This is an optimization exercise on Yosys and OpenROAD, whose aim is small area, a short achievable clock period and few clock cycles per item, not a production implementation. In this exercise RTL edits were held to simulation tests only and were not proved equivalent to the original. Power and IR drop assume default switching activity.

==> run a: inputs <==
// shader_cache_entry_validator_unit
module shader_cache_entry_validator_unit (
   input  logic        clock,
   input  logic        reset,
   input  logic        req_tvalid,
   output logic        req_tready,
   input  logic [15:0] req_tdata,   
   input  logic        req_tlast,   
   output logic        rsp_tvalid,
   input  logic        rsp_tready,
   output logic [39:0] rsp_tdata,   
   input  logic        csr_valid,
   output logic        csr_ready,
   input  logic [1:0]  csr_index,
   input  logic [31:0] csr_data
);
   logic [31:0] stage_code_ff;
   logic [23:0] contract_len_ff;
   logic [23:0] source_len_ff;
   logic [31:0] max_bytes_ff;
   logic        in_valid_ff;
   logic [7:0]  in_file_ff;
   logic        in_differs_ff;   
   logic        in_last_ff;
   logic [1:0]  owed_ff;         
   logic        ready_ff;
   logic [31:0] pos_ff;          
   logic        payload_ff;      
   logic        words_ff;        
   logic        over_ff;         
   logic        header_bad_ff;
   logic [31:0] word_count_ff;
   logic [31:0] len_left_ff;     
   logic        len_high_ff;     
   logic        len_sum_ok_ff;   
   logic [63:0] hash_field_ff;
   logic        prefix_bad_ff;
   logic        vp_valid_ff;
   logic [2:0]  vp_code_ff;      
   logic        rsp_valid_ff;
   logic [2:0]  rsp_code_ff;
   logic [31:0] rejected_ff;
  ...
clock: 10.0 ns
lec_check: 0
cap_margin: 20
core_margin: 2
core_utilization: 40
setup_slack_margin: 5
slew_margin: 20
run.sh (not shown) runs the stock make flow with config.mk's settings and CLKGATE_MAP_FILE= SYNTH_SCRIPT=/design/flow/synth_recipe.tcl, a recipe that flattens the netlist after the stock synthesis.
==> run b: changes against run a <==
==> flow/flow/run.sh (new file) <==
#!/bin/bash
# Own layout flow: the standard flow (standard.sh, standard synthesis unchanged) with
# smaller port buffers and a clock tree without dummy loads, set through ORFS's environment
# variables. The flow's full output goes to flow_orfs.log in this folder.
set -euo pipefail
cd "$(dirname "$0")/.."
export BUFFER_PORTS_ARGS="-buffer_cell sky130_fd_sc_hd__buf_1"
export CTS_ARGS="-sink_clustering_enable -repair_clock_nets -dont_use_dummy_load -sink_clustering_size 15 -sink_clustering_max_diameter 50 -buf_list {sky130_fd_sc_hd__clkbuf_4 sky130_fd_sc_hd__clkbuf_8}"
bash standard.sh > flow_orfs.log 2>&1
==> flow/standard.sh (new file) <==
#!/bin/bash
# synth_recipe.tcl (not shown) runs the flow's synth.tcl, then flattens the netlist and writes it again
# the make line also repeats each setting of config.mk as NAME=value (left out here)
make -C /OpenROAD-flow-scripts/flow DESIGN_CONFIG=/design/flow/config.mk WORK_HOME=/design/flow/orfs CLKGATE_MAP_FILE= SYNTH_SCRIPT=/design/flow/synth_recipe.tcl "${@:-finish}"
CAP_MARGIN = 0   (was 20)
SLEW_MARGIN = 0   (was 20)
removed: flow/run.sh
==> run c: changes against run a <==
==> flow/flow/run.sh (new file) <==
#!/bin/bash
# Own layout flow: the standard flow (standard.sh, standard synthesis unchanged) with
# smaller port buffers and a clock tree without dummy loads, set through ORFS's environment
# variables. The flow's full output goes to flow_orfs.log in this folder.
set -euo pipefail
cd "$(dirname "$0")/.."
export BUFFER_PORTS_ARGS="-buffer_cell sky130_fd_sc_hd__buf_1"
export CTS_ARGS="-sink_clustering_enable -repair_clock_nets -dont_use_dummy_load -sink_clustering_size 15 -sink_clustering_max_diameter 50 -buf_list {sky130_fd_sc_hd__clkbuf_4 sky130_fd_sc_hd__clkbuf_8}"
bash standard.sh > flow_orfs.log 2>&1
==> flow/standard.sh (new file) <==
#!/bin/bash
# synth_recipe.tcl (not shown) runs the flow's synth.tcl, then flattens the netlist and writes it again
# the make line also repeats each setting of config.mk as NAME=value (left out here)
make -C /OpenROAD-flow-scripts/flow DESIGN_CONFIG=/design/flow/config.mk WORK_HOME=/design/flow/orfs CLKGATE_MAP_FILE= SYNTH_SCRIPT=/design/flow/synth_recipe.tcl "${@:-finish}"
CORE_UTILIZATION = 65   (was 40)
PLACE_DENSITY = 0.8   (was not set)
removed: flow/run.sh
==> run d: changes against run a <==
==> flow/flow/run.sh (new file) <==
#!/bin/bash
# Own layout flow: the standard flow (standard.sh, standard synthesis unchanged) with
# smaller port buffers and a clock tree without dummy loads, set through ORFS's environment
# variables. The flow's full output goes to flow_orfs.log in this folder.
set -euo pipefail
cd "$(dirname "$0")/.."
export BUFFER_PORTS_ARGS="-buffer_cell sky130_fd_sc_hd__buf_1"
export CTS_ARGS="-sink_clustering_enable -repair_clock_nets -dont_use_dummy_load -sink_clustering_size 15 -sink_clustering_max_diameter 50 -buf_list {sky130_fd_sc_hd__clkbuf_4 sky130_fd_sc_hd__clkbuf_8}"
export SETUP_SLACK_MARGIN=5.75
bash standard.sh > flow_orfs.log 2>&1
==> flow/standard.sh (new file) <==
#!/bin/bash
# synth_recipe.tcl (not shown) runs the flow's synth.tcl, then flattens the netlist and writes it again
# the make line also repeats each setting of config.mk as NAME=value (left out here)
make -C /OpenROAD-flow-scripts/flow DESIGN_CONFIG=/design/flow/config.mk WORK_HOME=/design/flow/orfs CLKGATE_MAP_FILE= SYNTH_SCRIPT=/design/flow/synth_recipe.tcl "${@:-finish}"
ABC_AREA = 1   (was not set)
SETUP_SLACK_MARGIN = not set   (was 5)
removed: flow/run.sh
==> run notes <==
| metric | run a | run c | run b | run d |
|---|---|---|---|---|
| Power per unit of standard cell area | 147 nW/um^2 | 129 nW/um^2 | 128 nW/um^2 | 128 nW/um^2 |
| Complex-gate fraction of the synthesized area | 0.112 | 0.112 | 0.112 | 0.104 |
| Finished layout cell area | 33300 sq um | 31200 sq um | 31600 sq um | 34200 sq um |
| Number of distinct library cell variants in the gate-level netlist after synthesis | 81 | 81 | 81 | 59 |
| Outcome | complete, no violations | complete, no violations | complete, no violations | complete, no violations |
| Number of rows in the core area | 98 | 77 | 98 | 100 |
| Clk. pwr | 1.92 mW | 1.05 mW | 1.07 mW | 1.16 mW |
| Area share of fa/ha/maj cells after synthesis | 0.233 | 0.233 | 0.233 | 0.223 |
| Worst setup skew after layout | 0.0540 ns | 0.0640 ns | 0.104 ns | 0.116 ns |
| Sequential share of cell area | 0.323 | 0.345 | 0.341 | 0.315 |
| Total core area | 71400 sq um | 43900 sq um | 71400 sq um | 74400 sq um |
| Number of fillers in the final layout | 6674 | 3310 | 6972 | 7250 |
| Non-clock inverter instance count of the final layout | 365 | 365 | 365 | 648 |
| Number of buffers added by the clock tree synthesis step | 49 | 50 | 51 | 59 |
| Final GP Congestion | 0.950 | 1.00 | 0.926 | 0.922 |
| Non-clock buffer total of the final layout | 205 | 202 | 195 | 260 |
| Detail-routed net length per standard cell | 21.2 um | 22.3 um | 20.6 um | 18.6 um |
| Power Internal | 3.46 mW | 2.75 mW | 2.75 mW | 2.90 mW |
Testbench counts of run a, summed over its fixed seeds: cycles 74,921, bytes 74,896.
Testbench counts of run b, summed over its fixed seeds: cycles 74,921, bytes 74,896.
Testbench counts of run c, summed over its fixed seeds: cycles 74,921, bytes 74,896.
Testbench counts of run d, summed over its fixed seeds: cycles 74,921, bytes 74,896.

-- re-timing with driven ports --
No port has a modelled driver above. Below, the same layouts with a new extraction and two added sets of constraints. Step 1 assumes that a clkbuf_16 drives the clock port and a buf_2 every other input. Step 2 adds t to the input delays and takes it off the output delays; t is the mean of the earliest and latest rising clock arrival at the registers after step 1. Input paths then give back, and output paths get back, about the clock's delay inside the block. a / b / c = ideal ports / drivers / drivers and shift; a / b = the first two.
run	shift t [ns]	setup WS [ns]	clock arrival spread, ns	cell pins on the clock port's net
run a	0.653	5.127 / 5.127 / 5.127	0.055 / 0.055	1
run b	0.700	5.065 / 5.065 / 5.065	0.107 / 0.107	1
run c	0.699	5.022 / 5.022 / 5.022	0.090 / 0.090	1
run d	0.720	5.790 / 5.790 / 5.489	0.126 / 0.125	1
After both steps every run listed still meets setup and hold. The setup slack of run d, which loses most, moves by 0.000 ns with the drivers and by -0.301 ns with both steps.
